Source: an optimization exercise on an open RTL-to-GDS flow (aim: a short achievable clock period and few clock cycles). Production flows keep margins and buffers that such runs may drop.
At most, simulation tests tie the RTL to the original design; equivalence was not proved.
The RTL of run 2 was laid out without a check of its function.
Power is estimated from default activity; no workload was simulated.

==> flow/design.v <==
module spe_edge_ram #(
    parameter int ADDR_BITS = 8,
    parameter int DATA_BITS = 13
) (
    input  logic                 i_clk,
    input  logic                 i_we,
    input  logic [ADDR_BITS-1:0] i_waddr,
    input  logic [DATA_BITS-1:0] i_wdata,
    input  logic [ADDR_BITS-1:0] i_raddr,
    output logic [DATA_BITS-1:0] o_rdata
);
    logic [DATA_BITS-1:0] r_mem [2**ADDR_BITS];
    logic [DATA_BITS-1:0] r_rdata;
    always_ff @(posedge i_clk) begin
        if (i_we) begin
            r_mem[i_waddr] <= i_wdata;
        end
    end
    always_ff @(posedge i_clk) begin
        r_rdata <= r_mem[i_raddr];
    end
    assign o_rdata = r_rdata;
endmodule
module shortest_path_engine_unit #(
    parameter int MAX_NODES   = 16,
    parameter int WEIGHT_BITS = 12
) (
    input  logic        i_clk,
    input  logic        i_rst_n,
    input  logic        i_cfg_we,
    input  logic [4:0]  i_cfg_wdata,
    input  logic        s_axis_tvalid,
    output logic        s_axis_tready,
    input  logic [31:0] s_axis_tdata,
    input  logic [1:0]  s_axis_tuser,
    output logic        m_axis_tvalid,
    input  logic        m_axis_tready,
    output logic [23:0] m_axis_tdata,
    output logic        m_axis_tuser,
    output logic        m_axis_tlast
);
    localparam int NW  = (MAX_NODES > 1) ? $clog2(MAX_NODES) : 1;
    localparam int NCW = $clog2(MAX_NODES + 1);
    localparam int DW  = WEIGHT_BITS + NW;
    localparam int EW  = WEIGHT_BITS + 1;
    localparam int SW  = NW + DW;
    logic [3:0]  in_from, in_to, in_src, in_tgt;
    logic [11:0] in_weight;
    logic        in_present;
    assign in_from    = s_axis_tdata[3:0];
    assign in_to      = s_axis_tdata[7:4];
    assign in_weight  = s_axis_tdata[19:8];
    assign in_present = s_axis_tdata[20];
    assign in_src     = s_axis_tdata[24:21];
    assign in_tgt     = s_axis_tdata[28:25];
    localparam logic [1:0] MODE_CLEAR = 2'd0;
    localparam logic [1:0] MODE_EDGE  = 2'd1;
    localparam logic [1:0] MODE_FIND  = 2'd2;
    localparam logic [3:0] ST_IDLE     = 4'd0;
    localparam logic [3:0] ST_CLEAR    = 4'd1;
    localparam logic [3:0] ST_INIT     = 4'd2;
    localparam logic [3:0] ST_SCAN     = 4'd3;
    localparam logic [3:0] ST_RELAX    = 4'd4;
    localparam logic [3:0] ST_WALK_RD  = 4'd5;
    localparam logic [3:0] ST_WALK_WB  = 4'd6;
    localparam logic [3:0] ST_OUT_RD   = 4'd7;
    localparam logic [3:0] ST_OUT_LD   = 4'd8;
    localparam logic [3:0] ST_NOTFOUND = 4'd9;
    logic [3:0]           r_state, n_state;
    logic [4:0]           r_node_cnt;
    logic [NW-1:0]        r_last, n_last, r_src, n_src, r_tgt, n_tgt;
    logic [NW-1:0]        r_j, n_j, r_jq, n_jq, r_u, n_u, r_v, n_v;
    logic [NW-1:0]        r_cnt, n_cnt, r_k, n_k;
    logic                 r_pv, n_pv, r_issued, n_issued, r_have, n_have;
    logic [DW-1:0]        r_du, n_du;
    logic [MAX_NODES-1:0] r_reached, n_reached, r_visited, n_visited;
    logic [2*NW-1:0]      r_clr, n_clr;
    logic            edge_we;
    logic [2*NW-1:0] edge_waddr, edge_raddr;
    logic [EW-1:0]   edge_wdata, edge_q;
    logic            sc_we, st_we;
    logic [NW-1:0]   sc_waddr, sc_raddr, st_waddr, st_raddr;
    logic [SW-1:0]   sc_wdata, st_wdata;
    logic [SW-1:0]   r_sc_q, r_st_q;
    logic [SW-1:0]   r_scratch [2**NW];
    logic [SW-1:0]   r_stack [2**NW];
    logic          r_ovalid, r_ofound, r_olast;
    logic [3:0]    r_onode;
    logic [15:0]   r_odist;
    logic          load_out, ld_found, ld_last;
    logic [3:0]    ld_node;
    logic [15:0]   ld_dist;
    logic          out_free;
    logic [NCW-1:0] nn;
    logic           cand;
    logic [NW-1:0]  cu;
    logic [DW-1:0]  cdu, dq, nd;
    logic           ch;
    logic [31:0]    dist_ext;
    assign out_free = !r_ovalid || m_axis_tready;
    assign s_axis_tready = (r_state == ST_IDLE);
    spe_edge_ram #(
        .ADDR_BITS (2 * NW),
        .DATA_BITS (EW)
    ) u_edge_ram (
        .i_clk   (i_clk),
        .i_we    (edge_we),
        .i_waddr (edge_waddr),
        .i_wdata (edge_wdata),
        .i_raddr (edge_raddr),
        .o_rdata (edge_q)
    );
    always_ff @(posedge i_clk) begin
        if (sc_we) begin
            r_scratch[sc_waddr] <= sc_wdata;
        end
        r_sc_q <= r_scratch[sc_raddr];
    end
    always_ff @(posedge i_clk) begin
        if (st_we) begin
            r_stack[st_waddr] <= st_wdata;
        end
        r_st_q <= r_stack[st_raddr];
    end
    always_ff @(posedge i_clk) begin
        if (!i_rst_n) begin
            r_node_cnt <= 5'd16;
        end else if (i_cfg_we) begin
            r_node_cnt <= i_cfg_wdata;
        end
    end
    always_comb begin
        if (int'(r_node_cnt) > MAX_NODES) begin
            nn = NCW'(MAX_NODES);
        end else begin
            nn = NCW'(r_node_cnt);
        end
    end
    assign dq = r_sc_q[DW-1:0];
    assign nd = r_du + DW'(edge_q[WEIGHT_BITS-1:0]);
    assign dist_ext = 32'(r_st_q[DW-1:0]);
    always_comb begin
        n_state   = r_state;
        n_last    = r_last;
        n_src     = r_src;
        n_tgt     = r_tgt;
        n_j       = r_j;
        n_jq      = r_jq;
        n_u       = r_u;
        n_v       = r_v;
        n_cnt     = r_cnt;
        n_k       = r_k;
        n_pv      = r_pv;
        n_issued  = r_issued;
        n_have    = r_have;
        n_du      = r_du;
        n_reached = r_reached;
        n_visited = r_visited;
        n_clr     = r_clr;
        edge_we    = 1'b0;
        edge_waddr = r_clr;
        edge_wdata = '0;
        edge_raddr = {r_u, r_j};
        sc_we      = 1'b0;
        sc_waddr   = r_jq;
        sc_wdata   = {r_u, nd};
        sc_raddr   = r_j;
        st_we      = 1'b0;
        st_waddr   = r_cnt;
        st_wdata   = {r_v, r_sc_q[DW-1:0]};
        st_raddr   = r_k;
        load_out   = 1'b0;
        ld_node    = 4'(r_st_q[SW-1:DW]);
        ld_dist    = (dist_ext > 32'hFFFF) ? 16'hFFFF : dist_ext[15:0];
        ld_found   = 1'b1;
        ld_last    = (r_k == '0);
        cand       = 1'b0;
        ch         = r_have;
        cu         = r_u;
        cdu        = r_du;
        case (r_state)
            ST_IDLE: begin
                if (s_axis_tvalid) begin
                    case (s_axis_tuser)
                        MODE_CLEAR: begin
                            n_clr   = '0;
                            n_state = ST_CLEAR;
                        end
                        MODE_EDGE: begin
                            if (int'(in_from) < MAX_NODES && int'(in_to) < MAX_NODES) begin
                                edge_we    = 1'b1;
                                edge_waddr = {NW'(in_from), NW'(in_to)};
                                edge_wdata = in_present ?
                                             {1'b1, WEIGHT_BITS'(in_weight)} : '0;
                            end
                        end
                        MODE_FIND: begin
                            n_src  = NW'(in_src);
                            n_tgt  = NW'(in_tgt);
                            n_last = NW'(nn - NCW'(1));
                            if (NCW'(in_src) < nn && NCW'(in_tgt) < nn &&
                                int'(in_src) < MAX_NODES && int'(in_tgt) < MAX_NODES) begin
                                n_state = ST_INIT;
                            end else begin
                                n_state = ST_NOTFOUND;
                            end
                        end
                        default: begin
                        end
                    endcase
                end
            end
            ST_CLEAR: begin
                edge_we = 1'b1;
                n_clr   = r_clr + 1'b1;
                if (&r_clr) begin
                    n_state = ST_IDLE;
                end
            end
            ST_INIT: begin
                n_reached        = '0;
                n_reached[r_src] = 1'b1;
                n_visited        = '0;
                sc_we            = 1'b1;
                sc_waddr         = r_src;
                sc_wdata         = '0;
                n_j              = '0;
                n_pv             = 1'b0;
                n_issued         = 1'b0;
                n_have           = 1'b0;
                n_state          = ST_SCAN;
            end
            ST_SCAN: begin
                if (!r_issued) begin
                    n_pv = 1'b1;
                    n_jq = r_j;
                    if (r_j == r_last) begin
                        n_issued = 1'b1;
                    end else begin
                        n_j = r_j + 1'b1;
                    end
                end else begin
                    n_pv = 1'b0;
                end
                if (r_pv) begin
                    cand = !r_visited[r_jq] && r_reached[r_jq] && (!r_have || dq < r_du);
                    if (cand) begin
                        ch  = 1'b1;
                        cu  = r_jq;
                        cdu = dq;
                    end
                    n_have = ch;
                    n_u    = cu;
                    n_du   = cdu;
                    if (r_jq == r_last) begin
                        n_j      = '0;
                        n_pv     = 1'b0;
                        n_issued = 1'b0;
                        if (ch && cu == r_tgt) begin
                            n_v     = r_tgt;
                            n_cnt   = '0;
                            n_state = ST_WALK_RD;
                        end else if (ch) begin
                            n_visited[cu] = 1'b1;
                            n_state       = ST_RELAX;
                        end else if (r_reached[r_tgt]) begin
                            n_v     = r_tgt;
                            n_cnt   = '0;
                            n_state = ST_WALK_RD;
                        end else begin
                            n_state = ST_NOTFOUND;
                        end
                    end
                end
            end
            ST_RELAX: begin
                if (!r_issued) begin
                    n_pv = 1'b1;
                    n_jq = r_j;
                    if (r_j == r_last) begin
                        n_issued = 1'b1;
                    end else begin
                        n_j = r_j + 1'b1;
                    end
                end else begin
                    n_pv = 1'b0;
                end
                if (r_pv) begin
                    if (edge_q[WEIGHT_BITS] && (!r_reached[r_jq] || nd < dq)) begin
                        sc_we             = 1'b1;
                        n_reached[r_jq]   = 1'b1;
                    end
                    if (r_jq == r_last) begin
                        n_j      = '0;
                        n_pv     = 1'b0;
                        n_issued = 1'b0;
                        n_have   = 1'b0;
                        n_state  = ST_SCAN;
                    end
                end
            end
            ST_WALK_RD: begin
                sc_raddr = r_v;
                n_state  = ST_WALK_WB;
            end
            ST_WALK_WB: begin
                st_we = 1'b1;
                if (r_v == r_src || r_cnt == NW'(MAX_NODES - 1)) begin
                    n_k     = r_cnt;
                    n_state = ST_OUT_RD;
                end else begin
                    n_v     = r_sc_q[SW-1:DW];
                    n_cnt   = r_cnt + 1'b1;
                    n_state = ST_WALK_RD;
                end
            end
            ST_OUT_RD: begin
                n_state = ST_OUT_LD;
            end
            ST_OUT_LD: begin
                if (out_free) begin
                    load_out = 1'b1;
                    if (r_k == '0) begin
                        n_state = ST_IDLE;
                    end else begin
                        n_k     = r_k - 1'b1;
                        n_state = ST_OUT_RD;
                    end
                end
            end
            ST_NOTFOUND: begin
                if (out_free) begin
                    load_out = 1'b1;
                    ld_node  = '0;
                    ld_dist  = '0;
                    ld_found = 1'b0;
                    ld_last  = 1'b1;
                    n_state  = ST_IDLE;
                end
            end
            default: begin
                n_state = ST_IDLE;
            end
        endcase
    end
    always_ff @(posedge i_clk) begin
        if (!i_rst_n) begin
            r_state   <= ST_CLEAR;
            r_clr     <= '0;
            r_pv      <= 1'b0;
            r_issued  <= 1'b0;
            r_have    <= 1'b0;
            r_reached <= '0;
            r_visited <= '0;
            r_j       <= '0;
            r_k       <= '0;
            r_cnt     <= '0;
        end else begin
            r_state   <= n_state;
            r_clr     <= n_clr;
            r_pv      <= n_pv;
            r_issued  <= n_issued;
            r_have    <= n_have;
            r_reached <= n_reached;
            r_visited <= n_visited;
            r_j       <= n_j;
            r_k       <= n_k;
            r_cnt     <= n_cnt;
        end
    end
    always_ff @(posedge i_clk) begin
        r_last <= n_last;
        r_src  <= n_src;
        r_tgt  <= n_tgt;
        r_jq   <= n_jq;
        r_u    <= n_u;
        r_du   <= n_du;
        r_v    <= n_v;
    end
    always_ff @(posedge i_clk) begin
        if (!i_rst_n) begin
            r_ovalid <= 1'b0;
        end else if (load_out) begin
            r_ovalid <= 1'b1;
        end else if (m_axis_tready) begin
            r_ovalid <= 1'b0;
        end
    end
    always_ff @(posedge i_clk) begin
        if (load_out) begin
            r_onode  <= ld_node;
            r_odist  <= ld_dist;
            r_ofound <= ld_found;
            r_olast  <= ld_last;
        end
    end
    assign m_axis_tvalid = r_ovalid;
    assign m_axis_tdata  = {4'd0, r_odist, r_onode};
    assign m_axis_tuser  = r_ofound;
    assign m_axis_tlast  = r_olast;
endmodule
==> flow/run.sh <==
#!/bin/bash
# synth_recipe.tcl (not shown) runs the flow's synth.tcl, then flattens the netlist and writes it again
# the make line also repeats each setting of config.mk as NAME=value (left out here)
make -C /OpenROAD-flow-scripts/flow DESIGN_CONFIG=/design/flow/config.mk WORK_HOME=/design/flow/orfs CLKGATE_MAP_FILE= SYNTH_SCRIPT=/design/flow/synth_recipe.tcl finish
==> flow/config.mk <==
export PLATFORM = sky130hd
export DESIGN_NAME = shortest_path_engine_unit
export DESIGN_NICKNAME = shortest_path_engine_unit
export VERILOG_FILES = /design/flow/design.v
export SDC_FILE = /design/flow/constraint.sdc
export NUM_CORES = 4
export LEC_CHECK = 0
export CAP_MARGIN = 20
export CORE_MARGIN = 2
export CORE_UTILIZATION = 40
export SLEW_MARGIN = 20
==> flow/constraint.sdc <==
create_clock -name core_clock -period 10.0 [get_ports {i_clk}]
set_input_delay 2.0000 -clock core_clock [delete_from_list [all_inputs] [get_ports {i_clk}]]
set_output_delay 2.0000 -clock core_clock [all_outputs]
set_load 0.01 [all_outputs]
==> impl_results.md, run 1 <==
* Setup_tns at 0 ps
* Hold-fix buffers at CTS at 0
* Layout area overhead at 13.5%
* Cell Area, Placed at 170000 µm²
* MaxCap Viol Count at 0
* Sequential area share after synthesis at 76.7%
* Outcome: complete, no violations
* Yosys cell types at 68
* Global-route wire length before repair at 546 mm
* Reg clk slew, reported paths at 60 ps
* FILL cells at 32.8k
* Final hold viol count at 0
* WP buf/inv at 2
* Sequential power share at 54.6%
* R2r worst-path depth at 20
* DRC at 0
* Slew Limit Fails at 0
* Complex-gate fraction of the synthesized area at 1.03%
* Post-route design area at 183000 µm²
* H-tree level count at 5
* FFs w/ async S/R, synth at 0%
* 1st-pass router iterations at 5
* Synth top area cells: edfxtp_1 75%, mux4_2 18%, dfxtp_1 1.5%
* IO Port Bufs at 64
* Gr ovfl total at 0
* CP Cell Sequence: ha_1 -> a21o_1 -> a21oi_1 -> nor2b_1 -> o21ai_0 -> a211oi_1 -> nor3_1 -> o31ai_1 -> a21oi_1 -> or2_2 -> ha_1 -> a21o_1 -> a21o_1 -> a21oi_1 -> a21boi_0 -> o22ai_1 -> buf_4 -> or2_2 -> nor2_2 -> buf_4
* Final period utilization at 59.2%
* Die height at 638 µm
* Number of cells on the critical path at 20
* Nets at 7546
* Slowest CP cell: o31ai_1
* Clock share of power at 42.9%
* Via count at 73.8k
* Critical path's largest stage delay at 540 ps
* DR WL/cell at 29.2 µm
* FF/Latch Area at 123000 µm²
* Peak VDD IR at 186 µV
* Crit path arrival time at 6530 ps
* Commonest cells in the netlist: 4030 x edfxtp_1, 1298 x mux4_2, 375 x nor2_1
* Largest net degree at the start of global routing at 195
* HPWL Detailed at 226 mm
* Clock tree buffer depth at 4
* Syn Inst Count at 7033
* Total power at 34800 µW
* Largest family of logic cells by synthesized area: multiplexers
* Die ar. at 407000 µm²
* Layout cells sized above 1 at 30.2%
* Iter 0 DRT Violations at 7902
* Maximum clock rate at 169 MHz
* Crit path from: r_du[1]
* Hold-critical path depth at 1
* Relative slew slack at 16.0%
* Clk sinks at 4148
* GPL Wtd Cong at 0.819
* Simple-gate area share of the yosys netlist at 2.11%
* Initial Utilization at 40.2%
* Area leader, netlist: edfxtp_1
* Die width at 638 µm
* Prevailing post-synth register cell: edfxtp_1
* Slew @ Worst Pin at 1260 ps
* Initial antenna violation count at 37
* Worst min path class: flop to flop
* PD cells at 191 nW/µm²
* Multi-input logic area at 36200 µm²
* Post-Route WL at 381 mm
* Tmin final at 5920 ps
* Min-delay src: r_visited[0]
* Number of global-route vias before repair at 74.8k
* WP data required at 10600 ps
* CP delay by family, top: compound AO/OA/AOI/OAI gates
* Adder-Cell Fraction of Synth Area at 0.541%
* Drt via density at 5.65
* Cell Area, Synth at 161000 µm²
* GRT Total Usage at 18.4%
* RSZ-0062 raised after global routing: no
* Cell with the most instances after synthesis: edfxtp_1
* #FFs+latches synth at 4148
* Post-synth EDFFs at 4030
* Top Ports at 72
* FF-to-FF Start: r_du[1]
* Gates resized, CTS repair at 0
* Ys Warns at 2
* Core Region at 400000 µm²
* Mux cell area share after synthesis at 18.3%
* Yosys top cell area share at 75.2%
* Root Buffer: clkbuf_16
* Num CTS Buffers at 407
* Logic pwr share at 2.4%
* Worst skew pair latency at 970 ps
* Pint at 27800 µW
* CP Class: flop to flop
* Leakage at 0.0555 µW
* Final ANT Viol Nets at 0
* Crit. End Element: flop
* Setup bufs post-CTS at 0
* Max FO, Critical Path at 22
* Setup violators final at 0
* Net Switching at 7100 µW
* CTS tree: yes
* Sw Ratio at 20.4%
* # rows at 232
* Max Clock Skew at 55.6 ps
* Synth Area in XOR/XNOR at 0.223%
* Startpoint types: flop
* Syn Area/Cell at 22.9 µm²
==> area by class of cell <==
type,instances,share of cell area [%]
Timing Repair Buffer,370,1.78
Antenna cell,13,0.0178
Tap cell,5265,3.61
Multi-Input combinational cell,2447,19.8
Clock inverter,225,1.17
Sequential cell,4148,67.6
Clock buffer,524,5.94
Inverter,59,0.121
==> through the flow <==
stage	hold slack, ps	utilization [%]	setup slack, ps	cells
after floorplan	406	-	2940	7036
after global placement	434	42.3	3270	12300
after detailed placement	447	42.4	3340	12300
after CTS	460	45.6	4010	13000
after global routing	487	45.7	3700	13000
final	456	45.7	4080	13100
==> kinds of logic (layout without fill, tap and decap cells) <==
| family | after synthesis | after routing |
|---|---|---|
| buffers and inverters | 441 | 1178 |
| AND/OR/NAND/NOR | 765 | 765 |
| XOR/XNOR | 41 | 41 |
| AO/OA/AOI/OAI | 254 | 254 |
| adder cells (fa/ha/maj) | 69 | 69 |
| multiplexers | 1314 | 1314 |
| other | 1 | 17 |
| flip-flops | 4148 | 4148 |
==> registers in the layout (all words and copies together) (netlist names), 5 cells and up <==
name and count:
r_sc_q 20, r_visited 16, r_reached 16, r_st_q 20, r_stack 320, r_du 16, r_clr 8, u_edge_ram.r_rdata 13
r_node_cnt 5, r_scratch 320, u_edge_ram.r_mem 3328, r_odist 16
==> cell usage in the layout, fill, tap and decap left out, drive strengths merged, types with 7 or more instances in the layout <==
master,netlist,routed
xnor2,25,25
a31oi,33,33
or2,8,8
nand2,164,164
o21ai,39,39
nand3,26,26
o31ai,10,10
xor2,16,16
nor3,34,34
edfxtp,4030,4030
clkinvlp,0,9
and3,23,23
a21oi,65,65
o21a,19,19
buf,152,306
and2,64,64
a22o,15,15
dfxtp,118,118
clkinv,0,174
bufinv,0,32
a211oi,23,23
a21o,15,15
nor2b,10,10
mux4,1298,1298
or3,7,7
mux2i,11,11
nand2b,24,24
nor2,376,376
clkbuf,230,524
ha,68,68
clkdlybuf4s50,0,64
inv,59,69
diode,0,13
nand3b,9,9
==> routing by layer <==
metal	vias up	track usage, %	routed length, µm
met1	40100	26.0	158000
met4	2	4.70	10300
met3	495	3.07	25600
li1	30600	-	-
met2	2607	30.1	186000
met5	-	0	13
==> power by group through the flow <==
stage	clock (µW)	combinational (µW)	sequential, µW
floorplan	0	434	19400
global placement	0	830	19400
detailed placement	0	851	19400
CTS	15300	853	19000
global route	15900	895	19000
finish	15000	851	19000
==> worst paths after layout <==
| kind | endpoint | slack (ps) |
|---|---|---|
| max reg2reg | r_scratch[10][8] | 4080 |
| min reg2reg | r_visited[0] | 460 |
| max | r_scratch[10][8] | 4080 |
| min | r_visited[0] | 460 |
Testbench counts, summed over its fixed seeds: cycles 145,807.
==> run 2, diff against run 1 <==
--- a/flow/design.v
+++ b/flow/design.v
@@ -258,7 +258,3 @@
                         n_issued = 1'b0;
-                        if (ch && cu == r_tgt) begin
-                            n_v     = r_tgt;
-                            n_cnt   = '0;
-                            n_state = ST_WALK_RD;
-                        end else if (ch) begin
+                        if (ch) begin
                             n_visited[cu] = 1'b1;
==> impl_results.md, run 2 <==
* Placed cell count at 12.3k (-0.15%)
* FFs w/ async S/R, synth at 0% (unchanged)
* Setup_tns at 0 ps (unchanged)
* Area leader, netlist: edfxtp_1
* Synth top area cells: edfxtp_1 75%, mux4_2 18%, dfxtp_1 1.5%
* Setup bufs post-CTS at 0 (unchanged)
* Minimum hold slack at 460 ps (+4.24 ps)
* FF/Latch Area at 123000 µm² (unchanged)
* Crit path arrival time at 6770 ps (+240 ps)
* Initial antenna violation count at 22 (-41%)
* Final ANT Viol Nets at 0 (unchanged)
* Hold-fix buffers at CTS at 0 (unchanged)
* Largest net degree at the start of global routing at 197 (+1.0%)
* Clock tree buffer depth at 4 (unchanged)
* Commonest non-fill, non-tap cells in the layout: 4030 x edfxtp_1, 1285 x mux4_2, 414 x clkbuf_16
* WP data required at 10600 ps (about the same)
* Sequential area share after synthesis at 76.7% (about the same)
* IO Port Bufs at 64 (unchanged)
* Max reg flops at 3328 (unchanged)
* Max Clock Skew at 70.0 ps (+14.4 ps)
* Layout area overhead at 13.4% (about the same)
* # rows at 232 (unchanged)
* Biggest register: u_edge_ram.r_mem
* Nets at 7532 (-0.19%)
* Startpoint types: flop
* DR WL/cell at 29.8 µm (+2.1%)
* Via count at 74.6k (+1.1%)
* Worst min path class: flop to flop
* Max FO, Critical Path at 17 (-23%)
* Yosys top cell area share at 75.2% (about the same)
* Num CTS Buffers at 413 (+1.5%)
* Layout cells sized above 1 at 30.1% (-0.12 points)
* Biggest regs: u_edge_ram.r_mem x3328, r_scratch x320, r_stack x320
* Commonest non-fill, non-tap cell in the layout: edfxtp_1
* GRT Total Usage at 18.8% (+0.37 points)
* Die width at 638 µm (about the same)
* Gates resized, CTS repair at 0 (unchanged)
* RSZ-0062 raised after global routing: no
* Relative slew slack at 4.57% (-11 points)
* MaxCap Viol Count at 0 (unchanged)
* Outcome: complete, no violations
* Die ar. at 407000 µm² (about the same)
* Worst skew pair latency at 990 ps (+20 ps)
* Ys Warns at 2 (unchanged)
* Crit. End Element: flop
* Final period utilization at 61.7% (+2.5 points)
* Prevailing post-synth register cell: edfxtp_1
* CTS tree: yes
* 1st-pass router iterations at 7 (+2)
* Post-Route WL at 389 mm (+2.1%)
* Initial Utilization at 40.2% (about the same)
* Core Region at 400000 µm² (unchanged)
* Root Buffer: clkbuf_16
* HPWL Detailed at 231 mm (+2.0%)
* Iter 0 DRT Violations at 8498 (+7.5%)
* Tmin final at 6170 ps (+248 ps)
* Final std cells w/o fill at 13.0k (-0.031%)
* Multi-input logic area at 36300 µm² (+0.39%)
* Slew @ Worst Pin at 1430 ps (+172 ps)
* Gr ovfl total at 0 (unchanged)
* Commonest cells in the netlist: 4030 x edfxtp_1, 1285 x mux4_2, 334 x nor2_1
* Syn Area/Cell at 22.8 µm² (-0.22%)
* Reg clk slew, reported paths at 60 ps (about the same)
* Leakage at 0.0512 µW (-7.9%)
* Top Ports at 72 (unchanged)
* Setup violators final at 0 (unchanged)
* Slew Limit Fails at 0 (unchanged)
* Peak VDD IR at 159 µV (-15%)
* Drt via density at 5.72 (+1.1%)
* FILL cells at 32.9k (+0.48%)
* Syn Inst Count at 7050 (+0.24%)
* Total power at 34100 µW (-2.0%)
* #FFs+latches synth at 4148 (unchanged)
* Maximum clock rate at 162 MHz (-4.0%)
* DRC at 0 (unchanged)
* Die height at 638 µm (about the same)
* Global-route wire length before repair at 557 mm (+1.8%)
* Cell Area, Synth at 161000 µm² (about the same)
* Yosys cell types at 78 (+15%)
* PD cells at 187 nW/µm² (-1.9%)
* Post-synth EDFFs at 4030 (unchanged)
* Cell with the most instances after synthesis: edfxtp_1
* Final hold viol count at 0 (unchanged)
* Fin util at 45.6% (about the same)
* Number of global-route vias before repair at 75.6k (+1.1%)
* Clk sinks at 4148 (unchanged)
* GPL Wtd Cong at 0.865 (+5.6%)
* CP Class: flop to flop
* H-tree level count at 5 (unchanged)
-- run 2: changes by cell type in the layout (fill, tap and decap cells not counted), moves of 13 or more --
cell,previous run,this run
a22o_1,15,2
a22oi_1,3,27
a31oi_1,33,46
buf_4,281,241
clkbuf_1,102,117
mux4_2,1298,1285
nand2_1,164,178
nor2_1,249,189
nor2_2,127,145
nor3_1,27,42
nor3_2,7,22
o21a_1,19,6
-- run 2: critical path: stages, from the launching register on --
cell	delay, ps
edfxtp_1	400
ha_1	300
a21o_1	120
a21oi_1	90
o21ai_0	250
a31o_2	220
a31oi_1	110
a211oi_1	560
mux2i_1	330
nand4_1	120
ha_1	310
a21oi_1	160
nor2b_1	80
nor3_1	130
nand2_1	80
a21oi_1	180
or4_1	600
nand2_1	690
nor3_2	700
buf_4	360
-- run 2: worst paths after layout --
check | cells after the start | slack (ps) | to | startpoint
setup / recovery | 19 | 3830 | r_scratch[9][10] | r_du[1]
hold reg to reg | 2 | 460 | r_visited[11] | r_visited[11]
setup reg to reg | 19 | 3830 | r_scratch[9][10] | r_du[1]
hold / removal | 2 | 460 | r_visited[11] | r_visited[11]
-- run 2: through the flow --
stage / worst slack, ps / instance area (µm²)
after floorplan: 2920 / 161000
after global placement: 3210 / 169000
after detailed placement: 3230 / 169000
after CTS: 3880 / 182000
after global routing: 3290 / 182000
final: 3830 / 183000
-- run 2: cell type report --
cell class | count | area share [%]
timing repair buffer | 333 | 1.65
clock buffer | 537 | 5.96
antenna | 12 | 0.0165
multi-input combinational | 2465 | 19.9
clock inverter | 226 | 1.13
inverter | 61 | 0.125
sequential | 4148 | 67.6
tap | 5265 | 3.61
-- run 2: where the power goes --
group	total, µW	switching [µW]	leakage, µW	internal, µW
combinational	376	282	0.0100	93.6
clock	14900	6570	0.00629	8310
sequential	18900	22.3	0.0349	18900
-- run 2: kinds of logic after synthesis --
logic type | after synthesis | synth area share (%)
flops | 4148 | 76.7
mux | 1304 | 18.1
simple gates | 791 | 2.24
buf+inv | 440 | 1.16
compound gates | 267 | 1.12
fa+ha+maj | 66 | 0.518
xor+xnor | 33 | 0.180
other cells | 1 | 0.00233
-- run 2: per-layer routing --
metal / up-vias / track usage, % / wire length, µm
li1: 30700 / - / -
met1: 40600 / 26.1 / 159000
met2: 2707 / 30.9 / 192000
met3: 526 / 3.23 / 26700
met4: 6 / 5.04 / 10100
met5: - / 0 / 37

==> static timing again, ports no longer ideal <==
Ports are ideal in the flow. The routed layouts listed here were re-timed in OpenROAD. Step 1, drivers: a clkbuf_16 drives i_clk and a buf_2 each remaining input, both assumed. Step 2 times the ports against the registers' clock, not the clock port: input delays grow and output delays shrink by t, the midpoint of the rising clock arrivals with the driver on. a / b / c = ideal / step 1 / step 2; a / b = the first two.
run | shift t [ns] | setup slack, ns | hold WS [ns] | worst register clock-pin slew, ns
run 1 | 1.034 | 4.076 / 4.076 / 3.362 | 0.456 / 0.456 / 0.456 | 0.07 / 0.07
run 2 | 1.057 | 3.829 / 3.829 / 3.202 | 0.460 / 0.460 / 0.460 | 0.07 / 0.07
After both steps every run listed still meets setup and hold. The setup slack of run 1, which loses most, moves by 0.000 ns with the drivers and by -0.714 ns with both steps.
